Context: an optimization exercise on an open-source flow, tuned for small area, a short achievable clock period and few clock cycles per item. The choices shown serve that exercise and are no tape-out recipe.
At most, simulation tests tie the RTL to the original design; equivalence was not proved.
Power and IR drop assume default switching activity.

==> flow/design.v <==
package dltq_pkg;
  localparam int MaxTimersDefault = 16;
  localparam int TimeBitsDefault  = 32;
  localparam int MaxExpiry        = 64;
  localparam int CntBits          = 7;
  localparam int InDataBits       = 72;
  localparam int OutDataBits      = 40;
  localparam logic [1:0] OP_ADD     = 2'd0;
  localparam logic [1:0] OP_REMOVE  = 2'd1;
  localparam logic [1:0] OP_ADVANCE = 2'd2;
  localparam logic [1:0] KIND_DONE   = 2'd0;
  localparam logic [1:0] KIND_FIRED  = 2'd1;
  localparam logic [1:0] KIND_REJECT = 2'd2;
  typedef enum logic [3:0] {
    CMD_NONE,
    CMD_LOAD,
    CMD_ADD_START,
    CMD_INS_START,
    CMD_INS_STEP,
    CMD_INS_FIN,
    CMD_REM_START,
    CMD_UNL_STEP,
    CMD_UNL_FIN,
    CMD_ADV_START,
    CMD_ADV_TRIM,
    CMD_ADV_POP,
    CMD_SET_OVR,
    CMD_SNAP,
    CMD_EMIT
  } cmd_op_t;
  typedef enum logic [1:0] {
    EMIT_REJ,
    EMIT_DONE,
    EMIT_PEND,
    EMIT_FIN
  } emit_sel_t;
  typedef struct packed {
    cmd_op_t   op;
    emit_sel_t sel;
  } cmd_t;
  typedef struct packed {
    logic [1:0] op;
    logic       id_bad;
    logic       act_id;
    logic       ins_more;
    logic       unl_more;
    logic       list_ne;
    logic       adv_trim;
    logic       cnt_full;
    logic       rep_head;
    logic       pend_valid;
    logic       out_free;
  } status_t;
endpackage
module dltq_cmp2 (
  input  logic [1:0] a,
  input  logic [1:0] b,
  output logic       g,
  output logic       p
);
  logic g1, p1, g0, p0;
  assign g1 = ~a[1] & b[1];
  assign p1 = ~a[1] | b[1];
  assign g0 = ~a[0] & b[0];
  assign p0 = ~a[0] | b[0];
  assign g  = g1 | (p1 & g0);
  assign p  = g1 | (p1 & p0);
endmodule
module dltq_cmpj (
  input  logic gh,
  input  logic ph,
  input  logic gl,
  input  logic pl,
  output logic g,
  output logic p
);
  assign g = gh | (ph & gl);
  assign p = gh | (ph & pl);
endmodule
module dltq_lessc (
  input  logic [32:0] a,
  input  logic [32:0] b,
  output logic        lt
);
  logic [15:0] g1, p1;
  logic [7:0]  g2, p2;
  logic [3:0]  g3, p3;
  logic [1:0]  g4, p4;
  logic        g5, p5;
  for (genvar i = 0; i < 16; i++) begin : g_l1
    dltq_cmp2 u (.a(a[2*i+1:2*i]), .b(b[2*i+1:2*i]), .g(g1[i]), .p(p1[i]));
  end
  for (genvar i = 0; i < 8; i++) begin : g_l2
    dltq_cmpj u (.gh(g1[2*i+1]), .ph(p1[2*i+1]), .gl(g1[2*i]), .pl(p1[2*i]), .g(g2[i]), .p(p2[i]));
  end
  for (genvar i = 0; i < 4; i++) begin : g_l3
    dltq_cmpj u (.gh(g2[2*i+1]), .ph(p2[2*i+1]), .gl(g2[2*i]), .pl(p2[2*i]), .g(g3[i]), .p(p3[i]));
  end
  for (genvar i = 0; i < 2; i++) begin : g_l4
    dltq_cmpj u (.gh(g3[2*i+1]), .ph(p3[2*i+1]), .gl(g3[2*i]), .pl(p3[2*i]), .g(g4[i]), .p(p4[i]));
  end
  dltq_cmpj u_l5 (.gh(g4[1]), .ph(p4[1]), .gl(g4[0]), .pl(p4[0]), .g(g5), .p(p5));
  assign lt = a[32] ^ b[32] ^ g5;
endmodule
module dltq_pfx (
  input  logic gh,
  input  logic ph,
  input  logic gl,
  input  logic pl,
  output logic g,
  output logic p
);
  assign g = gh | (ph & gl);
  assign p = ph & pl;
endmodule
module dltq_add33 (
  input  logic [32:0] a,
  input  logic [32:0] b,
  output logic [32:0] s
);
  localparam int W = 33;
  logic [W-1:0] x;
  logic [W-1:0] g [7];
  logic [W-1:0] p [7];
  assign x    = a ^ b;
  assign g[0] = a & b;
  assign p[0] = x;
  for (genvar k = 0; k < 6; k++) begin : g_lvl
    for (genvar i = 0; i < W; i++) begin : g_bit
      if (i >= (1 << k)) begin : g_node
        dltq_pfx u (.gh(g[k][i]), .ph(p[k][i]), .gl(g[k][i-(1<<k)]), .pl(p[k][i-(1<<k)]),
                    .g(g[k+1][i]), .p(p[k+1][i]));
      end else begin : g_pass
        assign g[k+1][i] = g[k][i];
        assign p[k+1][i] = p[k][i];
      end
    end
  end
  assign s[0] = x[0];
  assign s[W-1:1] = x[W-1:1] ^ g[6][W-2:0];
endmodule
module delta_list_timer_queue #(
  parameter int MAX_TIMERS = dltq_pkg::MaxTimersDefault,
  parameter int TIME_BITS  = dltq_pkg::TimeBitsDefault
) (
  input  logic                             clk,
  input  logic                             rst,
  input  logic                             s_axis_tvalid,
  output logic                             s_axis_tready,
  input  logic [dltq_pkg::InDataBits-1:0]  s_axis_tdata,
  input  logic [1:0]                       s_axis_tuser,
  output logic                             m_axis_tvalid,
  input  logic                             m_axis_tready,
  output logic [dltq_pkg::OutDataBits-1:0] m_axis_tdata,
  output logic [1:0]                       m_axis_tuser,
  output logic                             m_axis_tlast
);
  localparam int N = 16;
  logic             req_v;
  logic [1:0]       req_op;
  logic [3:0]       req_id;
  logic [31:0]      req_val;     
  logic             req_rep;
  logic [N-1:0][32:0] dl;        
  logic [N-1:0][31:0] per;
  logic [N-1:0]       rpt;
  logic [N-1:0]       act;
  logic [N-1:0][3:0]  ord;       
  logic [N-1:0]       vm;        
  logic [32:0]      hd;
  logic [31:0]      hp;
  logic             hr;
  logic [32:0]      hx;
  logic [32:0]      tnow;
  logic [32:0]      tgt;
  logic             adv_busy;    
  logic [5:0]       cnt;         
  logic             pr_v;
  logic [1:0]       pr_kind;
  logic [3:0]       pr_id;
  logic             pr_last;
  logic             pr_ovr;
  logic             out_v;
  logic [37:0]      out_data;
  logic [1:0]       out_kind;
  logic             out_last;
  logic exec_en, emit_go, start, fire, is_add, is_rem, is_adv;
  logic add_ok, rem_ok, fire_rep, fire_pop;
  logic [3:0]  h, o1;
  logic [32:0] do1, tsum, tgt_u, xin, ax, bx;
  logic [31:0] po1;
  logic        ro1;
  logic        due0, due_x, due_o1, next_due, cap, last;
  logic [N-1:0] lt;
  logic [N:0]   fpos;    
  logic [N-1:0] epos, bpos;
  assign exec_en = !pr_v || !out_v || m_axis_tready;
  assign emit_go = pr_v && (!out_v || m_axis_tready);
  assign start   = req_v && !adv_busy && exec_en;
  assign s_axis_tready = !req_v || (!adv_busy && exec_en);
  assign is_add = start && (req_op == dltq_pkg::OP_ADD);
  assign is_rem = start && (req_op == dltq_pkg::OP_REMOVE);
  assign is_adv = start && (req_op == dltq_pkg::OP_ADVANCE);
  assign add_ok = is_add && !act[req_id];
  assign rem_ok = is_rem && act[req_id];
  assign h    = ord[0];
  assign o1   = ord[1];
  assign do1  = dl[o1];
  assign po1  = per[o1];
  assign ro1  = rpt[o1];
  dltq_add33 u_tsum (.a(tnow), .b({1'b0, req_val}), .s(tsum));
  assign tgt_u = adv_busy ? tgt : tsum;
  logic c_due0, c_due_x, c_due_o1;
  dltq_lessc u_due0 (.a(tsum), .b(hd), .lt(c_due0));
  assign due0 = vm[0] && !c_due0;
  assign fire = (adv_busy && exec_en) || (is_adv && due0);
  assign fire_rep = fire && hr;
  assign fire_pop = fire && !hr;
  assign xin = (req_op == dltq_pkg::OP_ADD && !adv_busy) ? tsum : hx;
  assign ax = (req_op == dltq_pkg::OP_ADD && !adv_busy) ? (tsum + {1'b0, req_val})
                                                        : (hx + {1'b0, hp});
  assign bx = do1 + {1'b0, po1};
  logic c_h, c_o1;
  dltq_lessc u_c_h (.a(hd), .b(xin), .lt(c_h));
  dltq_lessc u_c_o1 (.a(do1), .b(xin), .lt(c_o1));
  for (genvar i = 0; i < N; i++) begin : g_lt
    dltq_lessc u_lt (.a(dl[i]), .b(xin), .lt(lt[i]));
  end
  always_comb begin
    fpos[N] = 1'b0;
    fpos[0] = vm[0] && c_h;
    fpos[1] = vm[1] && c_o1;
    for (int j = 2; j < N; j++) fpos[j] = vm[j] && lt[ord[j]];
    for (int j = 0; j < N; j++) epos[j] = vm[j] && (ord[j] == req_id);
    bpos[0] = epos[0];
    for (int j = 1; j < N; j++) bpos[j] = bpos[j-1] | epos[j];
  end
  dltq_lessc u_due_x (.a(tgt_u), .b(hx), .lt(c_due_x));
  dltq_lessc u_due_o1 (.a(tgt_u), .b(do1), .lt(c_due_o1));
  assign due_x    = !c_due_x;
  assign due_o1   = !c_due_o1;
  assign next_due = hr ? (fpos[1] ? due_o1 : due_x) : (vm[1] && due_o1);
  assign cap      = adv_busy && (cnt == 6'd62);
  assign last     = !next_due || cap;
  logic [31:0] nd;
  logic [37:0] res_data;
  assign nd       = vm[0] ? (hd[31:0] - tnow[31:0]) : 32'd0;
  assign res_data = {pr_ovr, nd, vm[0], pr_id};
  always_ff @(posedge clk) begin
    if (rst) begin
      req_v    <= 1'b0;
      act      <= '0;
      vm       <= '0;
      adv_busy <= 1'b0;
      pr_v     <= 1'b0;
      out_v    <= 1'b0;
    end else begin
      if (s_axis_tready) begin
        req_v <= s_axis_tvalid;
        if (s_axis_tvalid) begin
          req_op  <= s_axis_tuser;
          req_id  <= s_axis_tdata[3:0];
          req_val <= (s_axis_tuser == dltq_pkg::OP_ADD) ? s_axis_tdata[35:4]
                                                        : s_axis_tdata[68:37];
          req_rep <= s_axis_tdata[36];
        end
      end
      for (int i = 0; i < N; i++) begin
        if ((add_ok && req_id == i) || (fire_rep && h == i)) dl[i] <= xin;
        if (add_ok && req_id == i) begin
          per[i] <= req_val;
          rpt[i] <= req_rep;
        end
        if (add_ok && req_id == i) act[i] <= 1'b1;
        else if ((rem_ok && req_id == i) || (fire_pop && h == i)) act[i] <= 1'b0;
      end
      if (add_ok) begin
        if (!fpos[0]) ord[0] <= req_id;
        for (int j = 1; j < N; j++) begin
          if (fpos[j]) ord[j] <= ord[j];
          else if (fpos[j-1]) ord[j] <= req_id;
          else ord[j] <= ord[j-1];
        end
        vm <= {vm[N-2:0], 1'b1};
      end else if (rem_ok) begin
        for (int j = 0; j < N - 1; j++)
          if (bpos[j]) ord[j] <= ord[j+1];
        vm <= {1'b0, vm[N-1:1]};
      end else if (fire_rep) begin
        ord[0] <= fpos[1] ? ord[1] : h;
        for (int j = 1; j < N - 1; j++) begin
          if (fpos[j+1]) ord[j] <= ord[j+1];
          else if (fpos[j]) ord[j] <= h;
        end
        if (fpos[N-1]) ord[N-1] <= h;
      end else if (fire_pop) begin
        for (int j = 0; j < N - 1; j++) ord[j] <= ord[j+1];
        vm <= {1'b0, vm[N-1:1]};
      end
      if ((add_ok && !fpos[0]) || (fire_rep && !fpos[1])) begin
        hd <= xin;
        hx <= ax;
      end else if ((rem_ok && epos[0]) || fire_pop || (fire_rep && fpos[1])) begin
        hd <= do1;
        hx <= bx;
      end
      if (add_ok && !fpos[0]) begin
        hp <= req_val;
        hr <= req_rep;
      end else if ((rem_ok && epos[0]) || fire_pop || (fire_rep && fpos[1])) begin
        hp <= po1;
        hr <= ro1;
      end
      if (is_adv) tgt <= tsum;
      if (is_adv && !due0) tnow <= tsum;
      if (fire) begin
        tnow     <= next_due ? hd : tgt_u;
        cnt      <= adv_busy ? cnt + 6'd1 : 6'd0;
        adv_busy <= !last;
      end
      if (start || fire) begin
        pr_v    <= 1'b1;
        pr_last <= !fire || last;
        pr_ovr  <= fire && next_due && cap;
        pr_id   <= fire ? h : req_id;
        if (fire) pr_kind <= dltq_pkg::KIND_FIRED;
        else if (add_ok || rem_ok || is_adv) pr_kind <= dltq_pkg::KIND_DONE;
        else pr_kind <= dltq_pkg::KIND_REJECT;
      end else if (emit_go) begin
        pr_v <= 1'b0;
      end
      if (!out_v || m_axis_tready) begin
        out_v    <= emit_go;
        out_data <= res_data;
        out_kind <= pr_kind;
        out_last <= pr_last;
      end
    end
  end
  assign m_axis_tvalid = out_v;
  assign m_axis_tdata  = {2'b00, out_data};
  assign m_axis_tuser  = out_kind;
  assign m_axis_tlast  = out_last;
endmodule
==> flow/config.mk <==
export PLATFORM = sky130hd
export DESIGN_NAME = delta_list_timer_queue
export DESIGN_NICKNAME = delta_list_timer_queue
export VERILOG_FILES = /design/flow/design.v
export SDC_FILE = /design/flow/constraint.sdc
export NUM_CORES = 4
export LEC_CHECK = 0
export CAP_MARGIN = 20
export CORE_MARGIN = 2
export CORE_UTILIZATION = 55
export PLACE_DENSITY = 0.7
export SETUP_SLACK_MARGIN = 5
export SLEW_MARGIN = 20
export SYNTH_HIERARCHICAL = 1
export SYNTH_MINIMUM_KEEP_SIZE = 0
export TNS_END_PERCENT = 10
==> flow/constraint.sdc <==
create_clock -name core_clock -period 10.0 [get_ports {clk}]
set_input_delay 2.0000 -clock core_clock [delete_from_list [all_inputs] [get_ports {clk}]]
set_output_delay 2.0000 -clock core_clock [all_outputs]
set_load 0.01 [all_outputs]
run.sh (not shown) runs the stock make flow with config.mk's settings and CLKGATE_MAP_FILE= SYNTH_SCRIPT=/design/flow/synth_recipe.tcl, a recipe that flattens the netlist after the stock synthesis.
The first run finished clean.
==> next run, changes <==
--- a/flow/design.v
+++ b/flow/design.v
@@ -158,10 +158,11 @@
   localparam int N = 16;
   logic             req_v;
   logic [1:0]       req_op;
   logic [3:0]       req_id;
   logic [31:0]      req_val;     
+  logic [32:0]      xr;          
   logic             req_rep;
   logic [N-1:0][32:0] dl;        
   logic [N-1:0][31:0] per;
   logic [N-1:0]       rpt;
   logic [N-1:0]       act;
@@ -185,11 +186,12 @@
   logic [1:0]       out_kind;
   logic             out_last;
   logic exec_en, emit_go, start, fire, is_add, is_rem, is_adv;
   logic add_ok, rem_ok, fire_rep, fire_pop;
   logic [3:0]  h, o1;
-  logic [32:0] do1, tsum, tgt_u, xin, ax, bx;
+  logic [32:0] do1, tsum, tgt_u, xin, ax, bx, xbase, xs_hd, xs_oth;
+  logic [31:0] vsel;
   logic [31:0] po1;
   logic        ro1;
   logic        due0, due_x, due_o1, next_due, cap, last;
   logic [N-1:0] lt;
   logic [N:0]   fpos;    
@@ -206,11 +208,11 @@
   assign h    = ord[0];
   assign o1   = ord[1];
   assign do1  = dl[o1];
   assign po1  = per[o1];
   assign ro1  = rpt[o1];
-  dltq_add33 u_tsum (.a(tnow), .b({1'b0, req_val}), .s(tsum));
+  assign tsum = xr;
   assign tgt_u = adv_busy ? tgt : tsum;
   logic c_due0, c_due_x, c_due_o1;
   dltq_lessc u_due0 (.a(tsum), .b(hd), .lt(c_due0));
   assign due0 = vm[0] && !c_due0;
   assign fire = (adv_busy && exec_en) || (is_adv && due0);
@@ -239,10 +241,15 @@
   dltq_lessc u_due_o1 (.a(tgt_u), .b(do1), .lt(c_due_o1));
   assign due_x    = !c_due_x;
   assign due_o1   = !c_due_o1;
   assign next_due = hr ? (fpos[1] ? due_o1 : due_x) : (vm[1] && due_o1);
   assign cap      = adv_busy && (cnt == 6'd62);
+  assign vsel  = !s_axis_tready ? req_val :
+                 (s_axis_tuser == dltq_pkg::OP_ADD) ? s_axis_tdata[35:4] : s_axis_tdata[68:37];
+  assign xbase = (adv_busy && exec_en) ? tgt : (is_adv ? xr : tnow);
+  dltq_add33 u_xs_oth (.a(xbase), .b({1'b0, vsel}), .s(xs_oth));
+  dltq_add33 u_xs_hd (.a(hd), .b({1'b0, vsel}), .s(xs_hd));
   assign last     = !next_due || cap;
   logic [31:0] nd;
   logic [37:0] res_data;
   assign nd       = vm[0] ? (hd[31:0] - tnow[31:0]) : 32'd0;
   assign res_data = {pr_ovr, nd, vm[0], pr_id};
@@ -253,10 +260,11 @@
       vm       <= '0;
       adv_busy <= 1'b0;
       pr_v     <= 1'b0;
       out_v    <= 1'b0;
     end else begin
+      xr <= (fire && next_due) ? xs_hd : xs_oth;
       if (s_axis_tready) begin
         req_v <= s_axis_tvalid;
         if (s_axis_tvalid) begin
           req_op  <= s_axis_tuser;
           req_id  <= s_axis_tdata[3:0];
Effect: Global-route usage rises by 3.1 points; clock power falls by about 2%; power rises by 7.4%; final area rises by 6.0%; routed wire length rises by 17%; via count rises by 11%; clock skew falls by 0.0038 ns; clock-buffer cell count rises by 13; non-clock buffer count rises by 40; cell count rises by 7.5%; worst hold slack got worse by 0.0096 ns.
Testbench counts after the change, summed over its fixed seeds: cycles 18,422, items 8,000.
No functional check of the RTL was part of the first run of this note.

## port drivers added, routing unchanged
The flow's constraints put no driver on any port. The routed layouts listed below were extracted and timed again, unchanged, in two steps.
Step 1 assumes that a clkbuf_16 drives the clock port and a buf_2 every other input.
Step 2 times the ports against the registers' clock, not the clock port: input delays grow and output delays shrink by t, the midpoint of the rising clock arrivals with the driver on.
Three values: ideal, step 1, step 2; two values: the first two.
run	t (ns)	setup WS [ns]	hold slack, ns	worst register clock-pin slew, ns
the first run	0.907	3.527 / 3.527 / 3.527	0.423 / 0.423 / 0.423	0.07 / 0.07
the second run	0.903	4.363 / 4.363 / 3.939	0.413 / 0.413 / 0.413	0.07 / 0.07
After both steps every run listed still meets setup and hold. The setup slack of the second run, which loses most, moves by 0.000 ns with the drivers and by -0.424 ns with both steps.
